Source: an optimization exercise on an open RTL-to-GDS flow (aim: small area, a short achievable clock period and few clock cycles). Production flows keep margins and buffers that such runs may drop.
Where RTL was checked, it was by simulation tests only, not by an equivalence proof against the original.
Power figures rest on the tool's default switching activity, not on a simulated workload.

## servo_bus_status_frame_parser_core
module servo_bus_status_frame_parser_core (
    input  logic                            i_clk,
    input  logic                            i_rst_n,
    input  logic                            i_cfg_we,
    input  logic [sbsp_pkg::CFG_IDX_W-1:0]  i_cfg_idx,
    input  logic [sbsp_pkg::CFG_DATA_W-1:0] i_cfg_data,
    input  logic                            i_rx_valid,
    output logic                            o_rx_ready,
    input  logic [sbsp_pkg::BYTE_W-1:0]     i_rx_byte,
    output logic                            o_res_valid,
    input  logic                            i_res_ready,
    output logic [1:0]                      o_res_status,
    output logic [sbsp_pkg::BYTE_W-1:0]     o_res_servo_id,
    output logic [sbsp_pkg::BYTE_W-1:0]     o_res_error_byte,
    output logic                            o_res_data_valid,
    output logic [sbsp_pkg::BYTE_W-1:0]     o_res_data_byte,
    output logic [sbsp_pkg::PAR_W-1:0]      o_res_data_index,
    output logic                            o_res_last
);
clock: 5.0 ns
lec_check: 0
cap_margin: 20
core_margin: 2
core_utilization: 40
cts_cluster_diameter: 100
cts_cluster_size: 24
place_density: 0.6
setup_slack_margin: 3.0
slew_margin: 20
standard.sh (not shown) runs the stock make flow with config.mk's settings and CLKGATE_MAP_FILE= SYNTH_SCRIPT=/design/flow/synth_recipe.tcl, a recipe that flattens the netlist after the stock synthesis.
==> flow/flow/run.sh <==
#!/bin/bash
# The standard layout, with the port buffers made from buf_2 cells instead of the
# slower cells buffer_ports picks by itself. Each tool's full output goes to its own log.
set -euo pipefail
bash standard.sh BUFFER_PORTS_ARGS="-buffer_cell sky130_fd_sc_hd__buf_2" finish > standard_flow.log 2>&1
Change:
--- a/flow/design.v
+++ b/flow/design.v
@@ -82,18 +82,18 @@
     output logic [1:0]                      o_res_status,
     output logic [sbsp_pkg::BYTE_W-1:0]     o_res_servo_id,
     output logic [sbsp_pkg::BYTE_W-1:0]     o_res_error_byte,
     output logic                            o_res_data_valid,
     output logic [sbsp_pkg::BYTE_W-1:0]     o_res_data_byte,
     output logic [sbsp_pkg::PAR_W-1:0]      o_res_data_index,
     output logic                            o_res_last
 );
-    localparam int QD = 3;                  
-    localparam int QW = 2;
+    localparam int QD = 2;                  
+    localparam int QW = 1;
     logic [BYTE_W-1:0] r_scan_limit, n_scan_limit;
     logic [LEN_W-1:0]  r_max_length;
     always_comb begin
         n_scan_limit = r_scan_limit;
         if (!i_rst_n)                                     n_scan_limit = SCAN_LIMIT_RST;
         else if (i_cfg_we && i_cfg_idx == CFG_SCAN_LIMIT) n_scan_limit = i_cfg_data;
     end
     always_ff @(posedge i_clk) begin
- hold slack is worse by 0.0056 ns
- sequential share of layout area increases by 2.0 points
- clock power falls by a few percent
- maximum frequency grows by roughly a tenth
- total power shrinks by roughly a tenth
- core utilization falls by 0.92 points
- register-to-register slack improved by 0.46 ns
- critical path depth falls by 17
- clock-buffer cell count drops by 5
- global-route usage is lower by 0.36 points
- via count went down by a little under a tenth
- routed wire length came out lower by roughly a tenth
- non-clock buffer count went down by 60
- clock skew is about the same
No run of this note included a check of the RTL's function; only the layout flow was run.

---

old:
Another version of the RTL of servo_bus_status_frame_parser_core (not shown whole).
For scale: ~1800 cells after synthesis, ~630 flip-flops, roughly 58 I/O pins, roughly 26000 um^2 of cells after synthesis.
==> flow/design.v (excerpt) <==
module servo_bus_status_frame_parser_core (
    input  logic                            i_clk,
    input  logic                            i_rst_n,
    input  logic                            i_cfg_we,
    input  logic [sbsp_pkg::CFG_IDX_W-1:0]  i_cfg_idx,
    input  logic [sbsp_pkg::CFG_DATA_W-1:0] i_cfg_data,
    input  logic                            i_rx_valid,
    output logic                            o_rx_ready,
    input  logic [sbsp_pkg::BYTE_W-1:0]     i_rx_byte,
    output logic                            o_res_valid,
    input  logic                            i_res_ready,
    output logic [1:0]                      o_res_status,
    output logic [sbsp_pkg::BYTE_W-1:0]     o_res_servo_id,
    output logic [sbsp_pkg::BYTE_W-1:0]     o_res_error_byte,
    output logic                            o_res_data_valid,
    output logic [sbsp_pkg::BYTE_W-1:0]     o_res_data_byte,
    output logic [sbsp_pkg::PAR_W-1:0]      o_res_data_index,
    output logic                            o_res_last
);
Settings: LEC_CHECK=0, CAP_MARGIN=20, CORE_MARGIN=2, CORE_UTILIZATION=40, CTS_CLUSTER_DIAMETER=100, CTS_CLUSTER_SIZE=24, PLACE_DENSITY=0.6, SETUP_SLACK_MARGIN=3.0, SLEW_MARGIN=20; clock period 5.0 ns.
Scripts as last shown in full above: flow/flow/run.sh
Testbench counts of old, summed over its fixed seeds: cycles 43,305.
Modified inputs, new compared to old
--- a/flow/design.v
+++ b/flow/design.v
@@ -84,14 +84,14 @@
     output logic [sbsp_pkg::BYTE_W-1:0]     o_res_error_byte,
     output logic                            o_res_data_valid,
     output logic [sbsp_pkg::BYTE_W-1:0]     o_res_data_byte,
     output logic [sbsp_pkg::PAR_W-1:0]      o_res_data_index,
     output logic                            o_res_last
 );
-    localparam int QD = 3;                  
-    localparam int QW = 2;
+    localparam int QD = 2;                  
+    localparam int QW = 1;
     logic [BYTE_W-1:0] r_scan_limit, n_scan_limit;
     logic [LEN_W-1:0]  r_max_length;
     always_comb begin
         n_scan_limit = r_scan_limit;
         if (!i_rst_n)                                     n_scan_limit = SCAN_LIMIT_RST;
         else if (i_cfg_we && i_cfg_idx == CFG_SCAN_LIMIT) n_scan_limit = i_cfg_data;
[summary]
new: all stages complete, timing, DRC and antenna checks passed. new: total placed instance area is 1200 um^2 lower than what old reported. Combinational share of power, new and old: smaller value in new. Relative to old, the ratio of routed vias to standard cells measured on new has increased by a few percent. new gives less via count than old did. Comparing old against new, there is no change at all in number of antenna violations at the first check in global routing. old vs new, origin of the worst setup path: r_oer[2] vs r_rdy. [compare] base=old new=new: depth of the worst hold-timing path flat; sequential share of layout area down 0.52 points; total setup buffers inserted after CTS flat; setup slack down 0.10 ns. The final reports for new and old show detail-routed net length per standard cell higher in the former.
No functional check of the RTL was part of new.

## what the ideal ports hide
How much do the figures lean on ideal ports? The routed layouts below were timed once more, with nothing changed but the port constraints. Step 1 sets driving cells, clkbuf_16 on the clock port and buf_2 on the other inputs (assumed; they add their load-dependent delay and slew). Step 2 also shifts input and output timing later by t, the mid clock arrival at the registers, as if the neighbouring blocks saw the same clock. a / b / c = ideal ports / drivers / drivers and shift; a / b = the first two.
run | shift t [ns] | setup WS [ns] | worst hold slack (ns) | pins driven straight from the clock port
the first run of note 1 | 0.678 | 1.059 / 1.059 / 1.059 | 0.467 / 0.467 / 0.467 | 1
the second run of note 1 | 0.665 | 1.516 / 1.516 / 1.414 | 0.461 / 0.461 / 0.461 | 1
old | 0.679 | 2.839 / 2.774 / 2.295 | 0.460 / 0.460 / 0.460 | 1
new | 0.688 | 2.735 / 2.676 / 2.060 | 0.471 / 0.471 / 0.471 | 1
After both steps every run listed still meets setup and hold. The setup slack of new, which loses most, moves by -0.059 ns with the drivers and by -0.675 ns with both steps.
